From an optimization exercise on the open Yosys and OpenROAD flow, aimed at small area, a short achievable clock period and few clock cycles per item; shortcuts taken in it are not production practice.
Where RTL was checked, it was by simulation tests only, not by an equivalence proof against the original.

==> inputs of trial 54 <==
// md_iter_unit
module md_iter_unit #(
  parameter int unsigned WIDTH = 32
) (
  input  logic             clk,
  input  logic             rst_n,
  input  logic             start,
  input  logic [2:0]       funct3,
  input  logic [WIDTH-1:0] op1,
  input  logic [WIDTH-1:0] op2,
  input  logic             flush,
  output logic             busy,
  output logic             done,
  output logic [WIDTH-1:0] result,
  output logic             zero
);
  typedef enum logic [2:0] {
    StIdle = 3'd0,
    StPrep = 3'd1,
    StMul  = 3'd2,
    StDiv  = 3'd3,
    StFix  = 3'd4,
    StDone = 3'd5,
    StMfix = 3'd6
  } state_e;
  state_e      state_q, state_d;
  logic [31:0] xr_q, xr_d;       
  logic [35:0] yr_q, yr_d;       
  logic [63:0] acc_q, acc_d;     
  logic [2:0]  f_q, f_d;         
  logic [5:0]  cnt_q, cnt_d;     
  logic        sx_q, sx_d;       
  logic        sy_q, sy_d;       
  logic [5:0]  wx_q, wx_d;       
  ...
==> flow/config.mk <==
export PLATFORM = sky130hd
export DESIGN_NAME = md_iter_unit
export DESIGN_NICKNAME = md_iter_unit
export VERILOG_FILES = /design/flow/design.v
export SDC_FILE = /design/flow/constraint.sdc
export NUM_CORES = 4
export LEC_CHECK = 0
export CAP_MARGIN = 20
export CORE_MARGIN = 2
export CORE_UTILIZATION = 40
export PLACE_DENSITY = 0.6
export SLEW_MARGIN = 20
==> flow/constraint.sdc <==
create_clock -name core_clock -period 10.5 [get_ports {clk}]
set_input_delay 2.1000 -clock core_clock [delete_from_list [all_inputs] [get_ports {clk}]]
set_output_delay 2.1000 -clock core_clock [all_outputs]
set_load 0.01 [all_outputs]
standard.sh (not shown) runs the stock make flow with config.mk's settings and CLKGATE_MAP_FILE= SYNTH_SCRIPT=/design/flow/synth_recipe.tcl, a recipe that flattens the netlist after the stock synthesis.
==> flow/flow/run.sh <==
#!/bin/bash
# Standard ORFS layout, with repair_timing asked to leave more setup slack than config.mk
# settings allow (the clock and all constraints stay the design's).
set -euo pipefail
MARGIN=$(cat flow/margin.txt)
bash standard.sh SETUP_SLACK_MARGIN=$MARGIN finish > flow_standard.log 2>&1
==> flow/flow/margin.txt <==
6.5
==> build 56: changes against trial 54 <==
==> flow/design.v (replaced) <==
module md_iter_unit #(
  parameter int unsigned WIDTH = 32
) (
  input  logic             clk,
  input  logic             rst_n,
  input  logic             start,
  input  logic [2:0]       funct3,
  input  logic [WIDTH-1:0] op1,
  input  logic [WIDTH-1:0] op2,
  input  logic             flush,
  output logic             busy,
  output logic             done,
  output logic [WIDTH-1:0] result,
  output logic             zero
);
  typedef enum logic [2:0] {
    StIdle = 3'd0,
    StPrep = 3'd1,
    StMul  = 3'd2,
    StDiv  = 3'd3,
    StFix  = 3'd4,
    StDone = 3'd5,
    StMfix = 3'd6,
    StCor  = 3'd7
  } state_e;
  state_e      state_q, state_d;
  logic [31:0] xr_q, xr_d;       
  logic [35:0] yr_q, yr_d;       
  logic [63:0] acc_q, acc_d;     
  logic [2:0]  f_q, f_d;         
  logic [5:0]  cnt_q, cnt_d;     
  logic        sx_q, sx_d;       
  logic        sy_q, sy_d;       
  logic [5:0]  wx_q, wx_d;       
  logic [5:0]  wy_q, wy_d;
  logic [5:0]  ex_q, ex_d;       
  logic [5:0]  ey_q, ey_d;
  logic        xs_q, xs_d;       
  logic        fix_q, fix_d;     
  logic        rneg_q, rneg_d;   
  logic [5:0]  bc_q, bc_d;       
  logic [1:0]  rsel_q, rsel_d;   
  logic [1:0]  kq_q, kq_d;       
  logic mfix_done;
  logic ready;
  logic accept;
  assign mfix_done = (state_q == StMfix) && (kq_q == 2'b00);
  assign ready     = (state_q == StIdle) || (state_q == StDone) || mfix_done;
  assign accept    = start && !flush && ready;
  function automatic logic [5:0] width32(input logic [31:0] v);
    logic [5:0] w;
    w = 6'd0;
    for (int i = 0; i < 32; i++) begin
      if (v[i]) w = 6'(i + 1);
    end
    width32 = w;
  endfunction
  function automatic logic ones_then_zeros(input logic [31:0] v);
    logic ok;
    ok = 1'b1;
    for (int i = 1; i < 32; i++) begin
      if (!v[i] && v[i-1]) ok = 1'b0;
    end
    ones_then_zeros = ok;
  endfunction
  logic sx_in, sy_in;
  always_comb begin
    if (!funct3[2]) begin
      sx_in = (funct3[1:0] != 2'b11) && op1[31];
      sy_in = !funct3[1] && op2[31];
    end else begin
      sx_in = !funct3[0] && op1[31];
      sy_in = !funct3[0] && op2[31];
    end
  end
  logic        is_mul;
  logic [6:0]  sdiv;
  logic        yzero;
  logic        swap;
  logic [5:0]  wsm;
  logic [3:0]  nstep;
  logic [32:0] mplier;
  logic [31:0] mcand;
  logic        mcand_s;
  logic [35:0] sh_in;
  logic [5:0]  sh_amt;
  logic [35:0] sh_out;
  logic [31:0] xneg;
  logic [31:0] neg_in;
  always_comb begin
    is_mul  = !f_q[2];
    sdiv    = {1'b0, ex_q} - {1'b0, ey_q};
    yzero   = (wy_q == 6'd0) && !sy_q;
    swap    = (wx_q < wy_q);
    wsm     = (swap ? wx_q : wy_q) + 6'd1;   
    nstep   = 4'((wsm + 6'd3) >> 2);         
    mplier  = swap ? {sx_q, xr_q} : {sy_q, yr_q[31:0]};
    mcand   = swap ? yr_q[31:0] : xr_q;
    mcand_s = swap ? sy_q : sx_q;
    if (is_mul) begin
      sh_in  = {{3{mplier[32]}}, mplier};
      sh_amt = 6'd36 - {nstep, 2'b00};
    end else begin
      sh_in  = {{4{sy_q}}, yr_q[31:0]};
      sh_amt = sdiv[5:0];
    end
    sh_out = sh_in << sh_amt;
    neg_in = (rsel_q == 2'd1) ? acc_q[31:0] : xr_q;
    xneg   = ~neg_in + 32'd1;
  end
  function automatic logic [2:0] booth_dec(input logic [2:0] bd);
    logic z, two, neg;
    z   = (bd == 3'b000) || (bd == 3'b111);
    two = (bd == 3'b011) || (bd == 3'b100);
    neg = bd[2] && !z;
    booth_dec = {z, two, neg};
  endfunction
  function automatic logic [34:0] booth_pp(input logic [2:0] bc, input logic [32:0] x);
    logic [33:0] mag;
    if (bc[2])      mag = 34'd0;
    else if (bc[1]) mag = {x, 1'b0};
    else            mag = {x[32], x};
    booth_pp = {bc[0], bc[0] ? ~mag : mag};
  endfunction
  logic [34:0] pph, ppl;
  logic [37:0] t1, t2, t3, csa_s, csa_c;
  logic [37:0] sum_low;
  logic [27:0] up_add, up_in, up_t, up_inc;
  logic        up_run;
  logic [63:0] acc_mul;
  always_comb begin
    pph     = booth_pp(bc_q[5:3], {xs_q, xr_q});
    ppl     = booth_pp(bc_q[2:0], {xs_q, xr_q});
    t1      = {2'b00, acc_q[31:0], 1'b0, pph[34], 1'b0, ppl[34]};
    t2      = {{2{pph[33]}}, pph[33:0], 2'b00};
    t3      = {{4{ppl[33]}}, ppl[33:0]};
    csa_s   = t1 ^ t2 ^ t3;
    csa_c   = {((t1[36:0] & t2[36:0]) | (t1[36:0] & t3[36:0]) | (t2[36:0] & t3[36:0])), 1'b0};
    sum_low = csa_s + csa_c;
    up_in  = (state_q == StMfix) ? acc_q[63:36] : {acc_q[59:36], {4{!kq_q[1]}}};
    up_t   = kq_q[1] ? ~up_in : up_in;
    up_run = 1'b1;
    for (int i = 0; i < 28; i++) begin
      up_inc[i] = up_in[i] ^ (up_run && (kq_q != 2'b00));
      up_run    = up_run && up_t[i];
    end
    up_add = (state_q == StMfix) ? up_inc : {up_inc[27:4], acc_q[35:32]};
    acc_mul = {up_add, sum_low[35:0]};
  end
  logic [33:0] trial;
  logic        add_d;
  always_comb begin
    add_d = rneg_q ^ sy_q;
    trial = {rneg_q, rneg_q, xr_q} + (add_d ? yr_q[33:0] : ~yr_q[33:0]) + 34'(!add_d);
  end
  always_comb begin
    state_d = state_q;
    xr_d    = xr_q;
    yr_d    = {yr_q[31:0], 4'b0000};
    acc_d   = acc_mul;
    cnt_d   = cnt_q - 6'd1;
    sy_d    = sy_q;
    xs_d    = xs_q;
    fix_d   = fix_q;
    rneg_d  = trial[33];
    bc_d    = {booth_dec(yr_q[31:29]), booth_dec(yr_q[29:27])};
    rsel_d  = rsel_q;
    kq_d    = sum_low[37:36];
    f_d     = funct3;
    sx_d    = sx_in;
    wx_d    = (op1[31] && !sx_in) ? 6'd32 : width32(op1 ^ {32{op1[31]}});
    wy_d    = (op2[31] && !sy_in) ? 6'd32 : width32(op2 ^ {32{op2[31]}});
    ex_d    = wx_d + 6'(sx_in && ones_then_zeros(op1));
    ey_d    = wy_d + 6'(sy_in && ones_then_zeros(op2));
    unique case (state_q)
      StPrep: begin
        if (is_mul) begin
          xr_d    = mcand;
          xs_d    = mcand_s;
          yr_d    = sh_out;
          bc_d    = {booth_dec(sh_out[35:33]), booth_dec(sh_out[33:31])};
          acc_d   = 64'd0;
          kq_d    = 2'b00;
          cnt_d   = 6'(nstep) - 6'd1;
          rsel_d  = (f_q[1:0] == 2'b00) ? 2'd1 : 2'd2;
          state_d = StMul;
        end else if (yzero || sdiv[6]) begin
          acc_d   = {32'd0, {32{yzero}}};
          rsel_d  = f_q[1] ? 2'd0 : 2'd1;
          state_d = StDone;
        end else begin
          xr_d    = sx_q ? xneg : xr_q;
          yr_d    = sh_out;
          acc_d   = 64'd0;
          cnt_d   = sdiv[5:0];
          fix_d   = f_q[1] ? sx_q : (sx_q ^ sy_q);
          rneg_d  = 1'b0;
          rsel_d  = f_q[1] ? 2'd0 : 2'd1;
          state_d = StDiv;
        end
      end
      StMul: begin
        if (cnt_q == 6'd0) begin
          state_d = rsel_q[1] ? StMfix : StDone;
        end
      end
      StMfix: begin
        acc_d   = {up_add, acc_q[35:0]};
        state_d = StDone;
      end
      StDiv: begin
        acc_d = {32'd0, acc_q[30:0], !trial[33]};
        xr_d  = trial[31:0];
        if (cnt_q == 6'd0) begin
          yr_d    = yr_q;
          state_d = (!rsel_q[0] && trial[33]) ? StCor : (fix_q ? StFix : StDone);
        end else begin
          yr_d  = {yr_q[35], yr_q[35:1]};
        end
      end
      StCor: begin
        xr_d    = trial[31:0];
        state_d = fix_q ? StFix : StDone;
      end
      StFix: begin
        xr_d    = xneg;
        rsel_d  = 2'd0;
        state_d = StDone;
      end
      default: begin
        state_d = StIdle;
      end
    endcase
    if (!ready) begin
      if (flush) state_d = StIdle;
    end
    if (ready) begin
      xr_d    = op1;
      yr_d    = {4'b0000, op2};
      sy_d    = sy_in;
      rsel_d  = 2'd0;
      state_d = accept ? StPrep : StIdle;
    end
  end
  always_ff @(posedge clk or negedge rst_n) begin
    if (!rst_n) begin
      state_q <= StIdle;
    end else begin
      state_q <= state_d;
    end
  end
  always_ff @(posedge clk) begin
    xr_q  <= xr_d;
    yr_q  <= yr_d;
    acc_q <= acc_d;
    f_q   <= f_d;
    cnt_q <= cnt_d;
    sx_q  <= sx_d;
    sy_q  <= sy_d;
    wx_q  <= wx_d;
    wy_q  <= wy_d;
    ex_q  <= ex_d;
    ey_q  <= ey_d;
    xs_q  <= xs_d;
    kq_q  <= kq_d;
    fix_q <= fix_d;
    rneg_q <= rneg_d;
    bc_q  <= bc_d;
    rsel_q <= rsel_d;
  end
  always_comb begin
    busy   = !ready;
    done   = (state_q == StDone) || mfix_done;
    if (rsel_q[0]) begin
      result = acc_q[31:0];
      zero   = (acc_q[31:0] == 32'd0);
    end else if (rsel_q[1]) begin
      result = acc_q[63:32];
      zero   = (acc_q[63:32] == 32'd0);
    end else begin
      result = xr_q;
      zero   = (xr_q == 32'd0);
    end
  end
endmodule
==> flow/flow/run.sh (replaced) <==
#!/bin/bash
# Standard ORFS layout with two changes in how it is made (clock, constraints and steps stay
# the design's): port buffers use buf_2 rather than the cell buffer_ports picks by default,
# and repair_timing is asked to leave the setup margin in flow/margin.txt.
set -euo pipefail
MARGIN=$(cat flow/margin.txt)
bash standard.sh SETUP_SLACK_MARGIN=$MARGIN \
  "BUFFER_PORTS_ARGS=-buffer_cell sky130_fd_sc_hd__buf_2" finish > flow_standard.log 2>&1
==> flow/flow/margin.txt (replaced) <==
6.0
==> trial 33: changes against trial 54 <==
--- a/flow/design.v
+++ b/flow/design.v
@@ -113,60 +113,67 @@
     if (bc[2])      mag = 34'd0;
     else if (bc[1]) mag = {x, 1'b0};
     else            mag = {x[32], x};
     booth_pp = {bc[0], bc[0] ? ~mag : mag};
   endfunction
   logic [34:0] pph, ppl;
   logic [37:0] t1, t2, t3, csa_s, csa_c;
   logic [37:0] sum_low;
-  logic [27:0] up_add;
+  logic [27:0] up_add, up_in, up_t, up_inc;
+  logic        up_run;
   logic [63:0] acc_mul;
   always_comb begin
     pph     = booth_pp(bc_q[5:3], {xs_q, xr_q});
     ppl     = booth_pp(bc_q[2:0], {xs_q, xr_q});
     t1      = {2'b00, acc_q[31:0], 1'b0, pph[34], 1'b0, ppl[34]};
     t2      = {{2{pph[33]}}, pph[33:0], 2'b00};
     t3      = {{4{ppl[33]}}, ppl[33:0]};
     csa_s   = t1 ^ t2 ^ t3;
     csa_c   = {((t1[36:0] & t2[36:0]) | (t1[36:0] & t3[36:0]) | (t2[36:0] & t3[36:0])), 1'b0};
     sum_low = csa_s + csa_c;
-    if (state_q == StMfix) up_add = acc_q[63:36] + {{26{kq_q[1]}}, kq_q};
-    else                   up_add = acc_q[59:32] + {{22{kq_q[1]}}, kq_q, 4'b0000};
+    up_in  = (state_q == StMfix) ? acc_q[63:36] : {acc_q[59:36], {4{!kq_q[1]}}};
+    up_t   = kq_q[1] ? ~up_in : up_in;
+    up_run = 1'b1;
+    for (int i = 0; i < 28; i++) begin
+      up_inc[i] = up_in[i] ^ (up_run && (kq_q != 2'b00));
+      up_run    = up_run && up_t[i];
+    end
+    up_add = (state_q == StMfix) ? up_inc : {up_inc[27:4], acc_q[35:32]};
     acc_mul = {up_add, sum_low[35:0]};
   end
   logic [33:0] trial;
   logic        q_bit;
   logic [31:0] rem_next;
   logic [31:0] quo_next;
   logic [31:0] neg_in;
   always_comb begin
     trial    = {2'b00, xr_q} + (sy_q ? yr_q[33:0] : ~yr_q[33:0]) + 34'(!sy_q);
     q_bit    = !trial[33];
     rem_next = q_bit ? trial[31:0] : xr_q;
     quo_next = {acc_q[30:0], q_bit};
   end
   always_comb begin
     state_d = state_q;
     xr_d    = xr_q;
-    yr_d    = yr_q;
-    acc_d   = acc_q;
-    f_d     = f_q;
-    cnt_d   = cnt_q;
-    sx_d    = sx_q;
+    yr_d    = {yr_q[31:0], 4'b0000};
+    acc_d   = acc_mul;
+    cnt_d   = cnt_q - 6'd1;
     sy_d    = sy_q;
-    wx_d    = wx_q;
-    wy_d    = wy_q;
-    mx_d    = mx_q;
-    my_d    = my_q;
     xs_d    = xs_q;
     fix_d   = fix_q;
     bc_d    = {booth_dec(yr_q[31:29]), booth_dec(yr_q[29:27])};
     rsel_d  = rsel_q;
-    kq_d    = kq_q;
+    kq_d    = sum_low[37:36];
+    f_d     = funct3;
+    sx_d    = sx_in;
+    wx_d    = (op1[31] && !sx_in) ? 6'd32 : width32(op1 ^ {32{op1[31]}});
+    wy_d    = (op2[31] && !sy_in) ? 6'd32 : width32(op2 ^ {32{op2[31]}});
+    mx_d    = sx_in && ones_then_zeros(op1);
+    my_d    = sy_in && ones_then_zeros(op2);
     unique case (state_q)
       StPrep: begin
         if (is_mul) begin
           xr_d    = mcand;
           xs_d    = mcand_s;
           yr_d    = sh_out;
           bc_d    = {booth_dec(sh_out[35:33]), booth_dec(sh_out[33:31])};
           acc_d   = 64'd0;
@@ -184,33 +191,28 @@
           acc_d   = 64'd0;
           cnt_d   = sdiv[5:0];
           fix_d   = f_q[1] ? sx_q : (sx_q ^ sy_q);
           rsel_d  = f_q[1] ? 2'd0 : 2'd1;
           state_d = StDiv;
         end
       end
       StMul: begin
-        acc_d = acc_mul;
-        kq_d  = sum_low[37:36];
-        yr_d  = {yr_q[31:0], 4'b0000};
-        cnt_d = cnt_q - 6'd1;
         if (cnt_q == 6'd0) begin
           state_d = (rsel_q == 2'd2 && sum_low[37:36] != 2'b00) ? StMfix : StDone;
         end
       end
       StMfix: begin
-        acc_d[63:36] = up_add;
-        state_d      = StDone;
+        acc_d   = {up_add, acc_q[35:0]};
+        state_d = StDone;
       end
       StDiv: begin
         acc_d = {32'd0, quo_next};
         xr_d  = rem_next;
         yr_d  = {yr_q[35], yr_q[35:1]};
-        cnt_d = cnt_q - 6'd1;
         if (cnt_q == 6'd0) begin
           state_d = fix_q ? StFix : StDone;
         end
       end
       StFix: begin
         xr_d    = xneg;
         rsel_d  = 2'd0;
         state_d = StDone;
@@ -218,28 +220,22 @@
       default: begin
         state_d = StIdle;
       end
     endcase
     if (state_q == StPrep || state_q == StMul || state_q == StDiv || state_q == StFix ||
         state_q == StMfix) begin
       if (flush) state_d = StIdle;
     end
-    if (accept) begin
+    if (state_q == StIdle || state_q == StDone) begin
       xr_d    = op1;
       yr_d    = {4'b0000, op2};
-      f_d     = funct3;
-      sx_d    = sx_in;
       sy_d    = sy_in;
-      wx_d    = (op1[31] && !sx_in) ? 6'd32 : width32(op1 ^ {32{op1[31]}});
-      wy_d    = (op2[31] && !sy_in) ? 6'd32 : width32(op2 ^ {32{op2[31]}});
       rsel_d  = 2'd0;
-      mx_d    = sx_in && ones_then_zeros(op1);
-      my_d    = sy_in && ones_then_zeros(op2);
-      state_d = StPrep;
+      state_d = accept ? StPrep : StIdle;
     end
   end
   always_ff @(posedge clk or negedge rst_n) begin
     if (!rst_n) begin
       state_q <= StIdle;
     end else begin
       state_q <= state_d;
     end
@@ -261,20 +257,20 @@
     fix_q <= fix_d;
     bc_q  <= bc_d;
     rsel_q <= rsel_d;
   end
   always_comb begin
     busy   = (state_q == StPrep) || (state_q == StMul) || (state_q == StDiv) ||
              (state_q == StFix) || (state_q == StMfix);
     done   = (state_q == StDone);
-    unique case (rsel_q)
-      2'd1:    result = acc_q[31:0];
-      2'd2:    result = acc_q[63:32];
-      default: result = xr_q;
-    endcase
-    unique case (rsel_q)
-      2'd1:    zero = (acc_q[31:0] == 32'd0);
-      2'd2:    zero = (acc_q[63:32] == 32'd0);
-      default: zero = (xr_q == 32'd0);
-    endcase
+    if (rsel_q[0]) begin
+      result = acc_q[31:0];
+      zero   = (acc_q[31:0] == 32'd0);
+    end else if (rsel_q[1]) begin
+      result = acc_q[63:32];
+      zero   = (acc_q[63:32] == 32'd0);
+    end else begin
+      result = xr_q;
+      zero   = (xr_q == 32'd0);
+    end
   end
 endmodule
==> flow/flow/run.sh (replaced) <==
#!/bin/bash
# Standard ORFS layout with two changes in how it is made (clock, constraints and steps stay
# the design's): port buffers use buf_2 rather than the cell buffer_ports picks by default,
# and repair_timing is asked to leave the setup margin in flow/margin.txt.
set -euo pipefail
MARGIN=$(cat flow/margin.txt)
bash standard.sh SETUP_SLACK_MARGIN=$MARGIN \
  "BUFFER_PORTS_ARGS=-buffer_cell sky130_fd_sc_hd__buf_2" finish > flow_standard.log 2>&1
==> flow/flow/margin.txt (replaced) <==
5.5
==> flow/config.mk (replaced) <==
export PLATFORM = sky130hd
export DESIGN_NAME = md_iter_unit
export DESIGN_NICKNAME = md_iter_unit
export VERILOG_FILES = /design/flow/design.v
export SDC_FILE = /design/flow/constraint.sdc
export NUM_CORES = 4
export LEC_CHECK = 0
export CAP_MARGIN = 20
export CORE_MARGIN = 2
export CORE_UTILIZATION = 60
export PLACE_DENSITY = 0.75
export SLEW_MARGIN = 20
==> reports/qor.yml <==
timing:
  fin_hold_ws_ns: 0.5406
  slew_worst_pin_ns: 1.066
cells_and_area:
  area_delta_synth_final_pct: 17.37
  n_all_inverters: 89
cts:
  number_of_buffers_added_for_setup_after_cts: 82
  clock_latency_ns: 0.51
placed_design:
  detailed_place_hpwl_mm: 64.67
drt:
  routed-via-count: 24190
  route.met2.wl_mm: 42.11
floorplan:
  tap-cell-count: 748
outcome:
  status: "no timing/DRC/antenna violations"
(the above is from build 56)
==> reports/qor.yml <==
timing:
  fin_hold_ws_ns: 0.4995
  slew_worst_pin_ns: 1.095
drt:
  route.met2.wl_mm: 44.38
  routed-via-count: 24578
floorplan:
  tap-cell-count: 748
cells_and_area:
  area_delta_synth_final_pct: 31.03
  n_all_inverters: 92
cts:
  number_of_buffers_added_for_setup_after_cts: 148
  clock_latency_ns: 0.52
placed_design:
  detailed_place_hpwl_mm: 63.50
outcome:
  status: "no timing/DRC/antenna violations"
(the above is from trial 54)
==> reports/qor.yml <==
cts:
  clock_latency_ns: 0.49
  number_of_buffers_added_for_setup_after_cts: 0
timing:
  totalNegativeSetupSlack_ns: 0
  fin_hold_ws_ns: 0.5596
placed_design:
  detailed_place_hpwl_mm: 63.29
  gp_congestion: 1.032
floorplan:
  tap-cell-count: 468
cells_and_area:
  clock_buffer_instance_count_of_the_final_layout: 19
  area_delta_synth_final_pct: 6.977
  n_all_inverters: 73
drt:
  routed-via-count: 23937
outcome:
  status: "no timing/DRC/antenna violations"
(the above is from trial 33)
Testbench counts of trial 54, summed over its fixed seeds: cycles 160,991, items 24,000.
Testbench counts of trial 33, summed over its fixed seeds: cycles 160,991, items 24,000.
No functional check of the RTL was part of build 56.

## re-timing with driven ports
No port has a modelled driver above. Below, the same layouts with a new extraction and two added sets of constraints. Step 1 (the two cells are an assumption about what drives the block):
set clk [get_ports {clk}]
set_driving_cell -lib_cell sky130_fd_sc_hd__clkbuf_16 $clk
set_driving_cell -lib_cell sky130_fd_sc_hd__buf_2 [delete_from_list [all_inputs] $clk]
Step 2 adds t to the input delays and takes it off the output delays; t is the mean of the earliest and latest rising clock arrival at the registers after step 1. Input paths then give back, and output paths get back, about the clock's delay inside the block. Slacks: no drivers / after step 1 / after step 2; pairs: no drivers / after step 1.
run	shift t [ns]	setup slack, ns	pins driven straight from the clock port
trial 54	0.573	6.028 / 5.968 / 5.983	1
build 56	0.560	5.706 / 5.646 / 5.249	1
trial 33	0.530	5.557 / 5.506 / 5.649	1
After both steps setup and hold are still met in every run listed. The setup slack of build 56, which loses most, moves by -0.060 ns with the drivers and by -0.457 ns with both steps.
